Source: an optimization exercise on an open RTL-to-GDS flow (aim: a short achievable clock period and few clock cycles per item). Production flows keep margins and buffers that such runs may drop.
The RTL was checked by simulation tests, not by an equivalence proof against the original design.
Power and IR drop assume default switching activity.

## run C
Design cache_top, start of the top module:
module cache_top (
    input  logic                                 clk,
    input  logic                                 proc_reset,
    input  logic                                 proc_read,
    input  logic                                 proc_write,
    input  logic [cache_pkg::addr_bits-1:0]      proc_addr,
    input  logic [cache_pkg::word_bits-1:0]      proc_wdata,
    output logic                                 proc_stall,
    output logic [cache_pkg::word_bits-1:0]      proc_rdata,
    output logic                                 mem_read,
    output logic                                 mem_write,
    output logic [cache_pkg::line_addr_bits-1:0] mem_addr,
    input  logic [cache_pkg::line_bits-1:0]      mem_rdata,
    output logic [cache_pkg::line_bits-1:0]      mem_wdata,
    input  logic                                 mem_ready
);
    localparam int NL = cache_pkg::num_lines;
  ...
Size in the first run: roughly 3500 cells after synthesis, roughly 1400 flip-flops, about 0.056 sq mm of cells after synthesis.
export LEC_CHECK = 0
export ABC_CLOCK_PERIOD_IN_PS = 2000
export CAP_MARGIN = 20
export CORE_MARGIN = 2
export CORE_UTILIZATION = 55
export SETUP_SLACK_MARGIN = 3.5
export SLEW_MARGIN = 20
create_clock -name core_clock -period 6.0 [get_ports {clk}]
standard.sh (not shown) runs the stock make flow with config.mk's settings and CLKGATE_MAP_FILE= SYNTH_SCRIPT=/design/flow/synth_recipe.tcl, a recipe that flattens the netlist after the stock synthesis.
==> flow/flow/run.sh <==
#!/bin/bash
set -uo pipefail
bash standard.sh MATCH_CELL_FOOTPRINT=0 \
  "BUFFER_PORTS_ARGS=-buffer_cell sky130_fd_sc_hd__buf_4" \
  "DONT_USE_CELLS=sky130_fd_sc_hd__probe_p_8 sky130_fd_sc_hd__probec_p_8 sky130_fd_sc_hd__lpflow_bleeder_1 sky130_fd_sc_hd__lpflow_clkbufkapwr_1 sky130_fd_sc_hd__lpflow_clkbufkapwr_16 sky130_fd_sc_hd__lpflow_clkbufkapwr_2 sky130_fd_sc_hd__lpflow_clkbufkapwr_4 sky130_fd_sc_hd__lpflow_clkbufkapwr_8 sky130_fd_sc_hd__lpflow_clkinvkapwr_1 sky130_fd_sc_hd__lpflow_clkinvkapwr_16 sky130_fd_sc_hd__lpflow_clkinvkapwr_2 sky130_fd_sc_hd__lpflow_clkinvkapwr_4 sky130_fd_sc_hd__lpflow_clkinvkapwr_8 sky130_fd_sc_hd__lpflow_decapkapwr_12 sky130_fd_sc_hd__lpflow_decapkapwr_3 sky130_fd_sc_hd__lpflow_decapkapwr_4 sky130_fd_sc_hd__lpflow_decapkapwr_6 sky130_fd_sc_hd__lpflow_decapkapwr_8 sky130_fd_sc_hd__lpflow_inputiso0n_1 sky130_fd_sc_hd__lpflow_inputiso0p_1 sky130_fd_sc_hd__lpflow_inputiso1n_1 sky130_fd_sc_hd__lpflow_inputiso1p_1 sky130_fd_sc_hd__lpflow_inputisolatch_1 sky130_fd_sc_hd__lpflow_isobufsrc_1 sky130_fd_sc_hd__lpflow_isobufsrc_16 sky130_fd_sc_hd__lpflow_isobufsrc_2 sky130_fd_sc_hd__lpflow_isobufsrc_4 sky130_fd_sc_hd__lpflow_isobufsrc_8 sky130_fd_sc_hd__lpflow_isobufsrckapwr_16 sky130_fd_sc_hd__lpflow_lsbuf_lh_hl_isowell_tap_1 sky130_fd_sc_hd__lpflow_lsbuf_lh_hl_isowell_tap_2 sky130_fd_sc_hd__lpflow_lsbuf_lh_hl_isowell_tap_4 sky130_fd_sc_hd__lpflow_lsbuf_lh_isowell_4 sky130_fd_sc_hd__lpflow_lsbuf_lh_isowell_tap_1 sky130_fd_sc_hd__lpflow_lsbuf_lh_isowell_tap_2 sky130_fd_sc_hd__lpflow_lsbuf_lh_isowell_tap_4  sky130_fd_sc_hd__mux4_1 sky130_fd_sc_hd__mux4_2 sky130_fd_sc_hd__mux4_4" \
  finish > flow_make.log 2>&1
rc=$?
cp -r orfs/logs flow_logs 2>/dev/null
exit $rc
Every stage of the flow completed for run C, and the final layout passed the timing, design-rule and antenna checks.
Testbench counts of run C, summed over its fixed seeds: cycles 49,844, requests 12,000.
Edits applied to the flow inputs when going from run C to run D:
- CORE_UTILIZATION: 55 -> 40
Notes after the runs:
- On initial DRC count: between run D and run C, it ends up higher for run C.
- Share of the clock period used by the worst path after layout is higher on run C
- Compared to run C, run D has required time reported for the critical path endpoint 50 ps higher.
- A slowest stage cell on the critical path of sky130_fd_sc_hd__mux2i_2 is what run D shows, while sky130_fd_sc_hd__a21oi_2 belongs to run C.
- Relative to run C, detailed-routing iteration count for the pre-antenna-repair pass increased by 2 in run D.
- Re number of register bits inferred by synthesis: no difference whatsoever between run C and run D.

* * *

## harbor
The RTL this note starts from:
==> flow/design.v <==
package cache_pkg;
    localparam int word_bits = 32;
    localparam int addr_bits = 30;
    localparam int offset_bits    = 2;
    localparam int index_bits     = 3;
    localparam int tag_bits       = addr_bits - index_bits - offset_bits;
    localparam int num_lines      = 1 << index_bits;
    localparam int words_per_line = 1 << offset_bits;
    localparam int line_bits      = word_bits * words_per_line;
    localparam int line_addr_bits = addr_bits - offset_bits;
    typedef union packed {
        struct packed {
            logic [tag_bits-1:0]    tag;
            logic [index_bits-1:0]  index;
            logic [offset_bits-1:0] offset;
        } parts;
        struct packed {
            logic [line_addr_bits-1:0] line_addr;
            logic [offset_bits-1:0]    offset;
        } line;
    } word_addr_u;
    typedef enum logic [1:0] {
        lookup,
        write_back,
        refill,
        done
    } ctrl_state_e;
endpackage
`timescale 1ns/100ps
module cache_top (
    input  logic                                 clk,
    input  logic                                 proc_reset,
    input  logic                                 proc_read,
    input  logic                                 proc_write,
    input  logic [cache_pkg::addr_bits-1:0]      proc_addr,
    input  logic [cache_pkg::word_bits-1:0]      proc_wdata,
    output logic                                 proc_stall,
    output logic [cache_pkg::word_bits-1:0]      proc_rdata,
    output logic                                 mem_read,
    output logic                                 mem_write,
    output logic [cache_pkg::line_addr_bits-1:0] mem_addr,
    input  logic [cache_pkg::line_bits-1:0]      mem_rdata,
    output logic [cache_pkg::line_bits-1:0]      mem_wdata,
    input  logic                                 mem_ready
);
    localparam int NL = cache_pkg::num_lines;
    localparam int TB = cache_pkg::tag_bits;
    localparam int WB = cache_pkg::word_bits;
    localparam int LB = cache_pkg::line_bits;
    logic [LB-1:0] data_mem [NL];
    logic [TB-1:0] tag_mem  [NL];
    logic [NL-1:0] valid_bits;
    logic [NL-1:0] dirty_bits;
    logic          busy;      
    logic          done;
    logic          hit_wr;    
    logic [2:0]    idx;
    logic [1:0]    off;
    logic [TB-1:0] tag;
    logic          req;
    assign idx = proc_addr[4:2];
    assign off = proc_addr[1:0];
    assign tag = proc_addr[29:5];
    assign req = proc_read || proc_write;
    logic [NL-1:0] tag_eq;
    always_comb
        for (int i = 0; i < NL; i++)
            tag_eq[i] = (tag_mem[i] == tag);
    logic hit, vd, start;
    assign hit   = valid_bits[idx] && tag_eq[idx];
    assign vd    = valid_bits[idx] && dirty_bits[idx];
    assign start = req && !busy && !done;
    logic fill;
    assign fill = mem_read && mem_ready;
    always_ff @(posedge clk or posedge proc_reset) begin
        if (proc_reset) begin
            busy       <= 1'b0;
            done       <= 1'b0;
            proc_stall <= 1'b1;
            mem_read   <= 1'b0;
            mem_write  <= 1'b0;
            hit_wr     <= 1'b0;
        end else begin
            done       <= (start && hit) || fill;
            proc_stall <= !((start && hit) || fill);
            hit_wr     <= start && hit && proc_write;
            if (start && !hit) begin
                busy      <= 1'b1;
                mem_write <= vd;
                mem_read  <= !vd;
            end else if (mem_write && mem_ready) begin
                mem_write <= 1'b0;
                mem_read  <= 1'b1;
            end else if (fill) begin
                busy      <= 1'b0;
                mem_read  <= 1'b0;
            end
        end
    end
    logic [LB-1:0] cur_line;
    assign cur_line = data_mem[idx];
    always_ff @(posedge clk) begin
        proc_rdata <= mem_read ? mem_rdata[off*WB +: WB] : cur_line[off*WB +: WB];
        mem_wdata  <= cur_line;
        mem_addr   <= ((start && vd) || (mem_write && !mem_ready)) ? {tag_mem[idx], idx}
                                                                  : proc_addr[29:2];
    end
    logic word_we;
    assign word_we = done && hit_wr;
    always_ff @(posedge clk or posedge proc_reset) begin
        if (proc_reset) begin
            valid_bits <= '0;
            dirty_bits <= '0;
        end else if (fill) begin
            valid_bits[idx] <= 1'b1;
            dirty_bits[idx] <= proc_write;
        end else if (word_we) begin
            dirty_bits[idx] <= 1'b1;
        end
    end
    logic [LB-1:0] fill_line;
    always_comb begin
        fill_line = mem_rdata;
        if (proc_write)
            fill_line[off*WB +: WB] = proc_wdata;
    end
    always_ff @(posedge clk) begin
        if (fill) begin
            data_mem[idx] <= fill_line;
            tag_mem[idx]  <= tag;
        end else if (word_we) begin
            data_mem[idx][off*WB +: WB] <= proc_wdata;
        end
    end
endmodule
export LEC_CHECK = 0
export ABC_CLOCK_PERIOD_IN_PS = 2000
export CAP_MARGIN = 20
export CORE_MARGIN = 2
export CORE_UTILIZATION = 65
export PLACE_DENSITY = 0.72
export SETUP_SLACK_MARGIN = 3.5
export SLEW_MARGIN = 20
create_clock -name core_clock -period 6.0 [get_ports {clk}]
Scripts as last shown in full above: flow/flow/run.sh
Testbench counts of harbor, summed over its fixed seeds: cycles 49,844, requests 12,000.
#### Input delta (yarrow over harbor)
Settings: CORE_UTILIZATION now 40, was 65; PLACE_DENSITY no longer set, was 0.72.
==> comparison <==
- Comparing yarrow and harbor, power is higher on yarrow.
- met3 wire length of yarrow falls short of that of harbor by more than a quarter.
- The final reports for yarrow and harbor show number of gates on the worst path with buffers counted lower in the former.
- yarrow ends up with higher clock skew than harbor does.
For raven, these inputs were changed with respect to yarrow:
==> flow/flow/run.sh <==
#!/bin/bash
set -uo pipefail
bash standard.sh MATCH_CELL_FOOTPRINT=0 "BUFFER_PORTS_ARGS=-buffer_cell sky130_fd_sc_hd__buf_4" finish > flow_make.log 2>&1
rc=$?
cp -r orfs/logs flow_logs 2>/dev/null
exit $rc
==> summary.txt <==
- The flow did not stop early for raven: all stages ran, and the layout cleared the timing, design-rule and antenna checks.
- Comparing yarrow and raven, the higher final wirelength was measured on raven.
- The setup slack on the worst flop-to-flop path number comes out higher for raven vs yarrow.
- For the design area, raven came in about 0.7% lower than yarrow did.
- Compared with yarrow, raven shows post-route non-filler standard cell count that has gone down by a few percent.
## Diff of input files: onyx against raven
Settings: a change of CORE_UTILIZATION from 40 to 55.
==> flow/flow/run.sh <==
#!/bin/bash
set -uo pipefail
bash standard.sh MATCH_CELL_FOOTPRINT=0 \
  "BUFFER_PORTS_ARGS=-buffer_cell sky130_fd_sc_hd__buf_4" \
  "DONT_USE_CELLS=sky130_fd_sc_hd__probe_p_8 sky130_fd_sc_hd__probec_p_8 sky130_fd_sc_hd__lpflow_bleeder_1 sky130_fd_sc_hd__lpflow_clkbufkapwr_1 sky130_fd_sc_hd__lpflow_clkbufkapwr_16 sky130_fd_sc_hd__lpflow_clkbufkapwr_2 sky130_fd_sc_hd__lpflow_clkbufkapwr_4 sky130_fd_sc_hd__lpflow_clkbufkapwr_8 sky130_fd_sc_hd__lpflow_clkinvkapwr_1 sky130_fd_sc_hd__lpflow_clkinvkapwr_16 sky130_fd_sc_hd__lpflow_clkinvkapwr_2 sky130_fd_sc_hd__lpflow_clkinvkapwr_4 sky130_fd_sc_hd__lpflow_clkinvkapwr_8 sky130_fd_sc_hd__lpflow_decapkapwr_12 sky130_fd_sc_hd__lpflow_decapkapwr_3 sky130_fd_sc_hd__lpflow_decapkapwr_4 sky130_fd_sc_hd__lpflow_decapkapwr_6 sky130_fd_sc_hd__lpflow_decapkapwr_8 sky130_fd_sc_hd__lpflow_inputiso0n_1 sky130_fd_sc_hd__lpflow_inputiso0p_1 sky130_fd_sc_hd__lpflow_inputiso1n_1 sky130_fd_sc_hd__lpflow_inputiso1p_1 sky130_fd_sc_hd__lpflow_inputisolatch_1 sky130_fd_sc_hd__lpflow_isobufsrc_1 sky130_fd_sc_hd__lpflow_isobufsrc_16 sky130_fd_sc_hd__lpflow_isobufsrc_2 sky130_fd_sc_hd__lpflow_isobufsrc_4 sky130_fd_sc_hd__lpflow_isobufsrc_8 sky130_fd_sc_hd__lpflow_isobufsrckapwr_16 sky130_fd_sc_hd__lpflow_lsbuf_lh_hl_isowell_tap_1 sky130_fd_sc_hd__lpflow_lsbuf_lh_hl_isowell_tap_2 sky130_fd_sc_hd__lpflow_lsbuf_lh_hl_isowell_tap_4 sky130_fd_sc_hd__lpflow_lsbuf_lh_isowell_4 sky130_fd_sc_hd__lpflow_lsbuf_lh_isowell_tap_1 sky130_fd_sc_hd__lpflow_lsbuf_lh_isowell_tap_2 sky130_fd_sc_hd__lpflow_lsbuf_lh_isowell_tap_4  sky130_fd_sc_hd__mux4_1 sky130_fd_sc_hd__mux4_2 sky130_fd_sc_hd__mux4_4" \
  finish > flow_make.log 2>&1
rc=$?
cp -r orfs/logs flow_logs 2>/dev/null
exit $rc
### Flow results
The first-pass GRT wire length reported for onyx is greater than that of raven by about 2.2%. Looking at fraction of layout cells with a size suffix above 1, onyx sits 1.9 points lower than raven does. onyx against raven: power went down 0.48%; shortest clock period the worst path allows after layout fell by 41 ps; worst-case headroom to the max-slew limit now sits lower; largest net degree at the start of global routing increased 12; number of signal-net buffers in the layout went up. Per the comparison of onyx with raven, summed negative setup slack over all endpoints did not really move; synthesized-area fraction occupied by ao, oa, aoi and oai cells now sits higher; share of the final layout cell area in sequential cells rose 0.20 points.

separate check: timing with driven ports:
The results above use ideal ports. As a check the final layouts listed here were re-extracted and re-timed, cells and wires unchanged. Step 1: set_driving_cell puts a clkbuf_16 on clk and a buf_2 on each other input, an assumption about the parent block. Step 2 adds t to the input delays and takes it off the output delays; t is the mean of the earliest and latest rising clock arrival at the registers after step 1. Input paths then give back, and output paths get back, about the clock's delay inside the block. Three values: ideal ports, drivers, drivers and shift; two values: the first two.
| run | t (ns) | setup WS [ns] | worst register clock-pin slew, ns | cell pins on the clock port's net |
|---|---|---|---|---|
| run C | 0.849 | 3.201 / 3.015 / 2.166 | 0.07 / 0.07 | 1 |
| run D | 0.867 | 3.275 / 3.042 / 2.174 | 0.07 / 0.07 | 1 |
| harbor | 0.839 | 3.270 / 3.246 / 2.419 | 0.07 / 0.07 | 1 |
| yarrow | 0.883 | 3.289 / 3.200 / 2.394 | 0.07 / 0.07 | 1 |
| raven | 0.869 | 3.246 / 3.164 / 2.374 | 0.06 / 0.06 | 1 |
| onyx | 0.837 | 3.287 / 3.245 / 2.433 | 0.07 / 0.07 | 1 |
After both steps every run listed still meets setup and hold. The setup slack of run D, which loses most, moves by -0.233 ns with the drivers and by -1.101 ns with both steps.
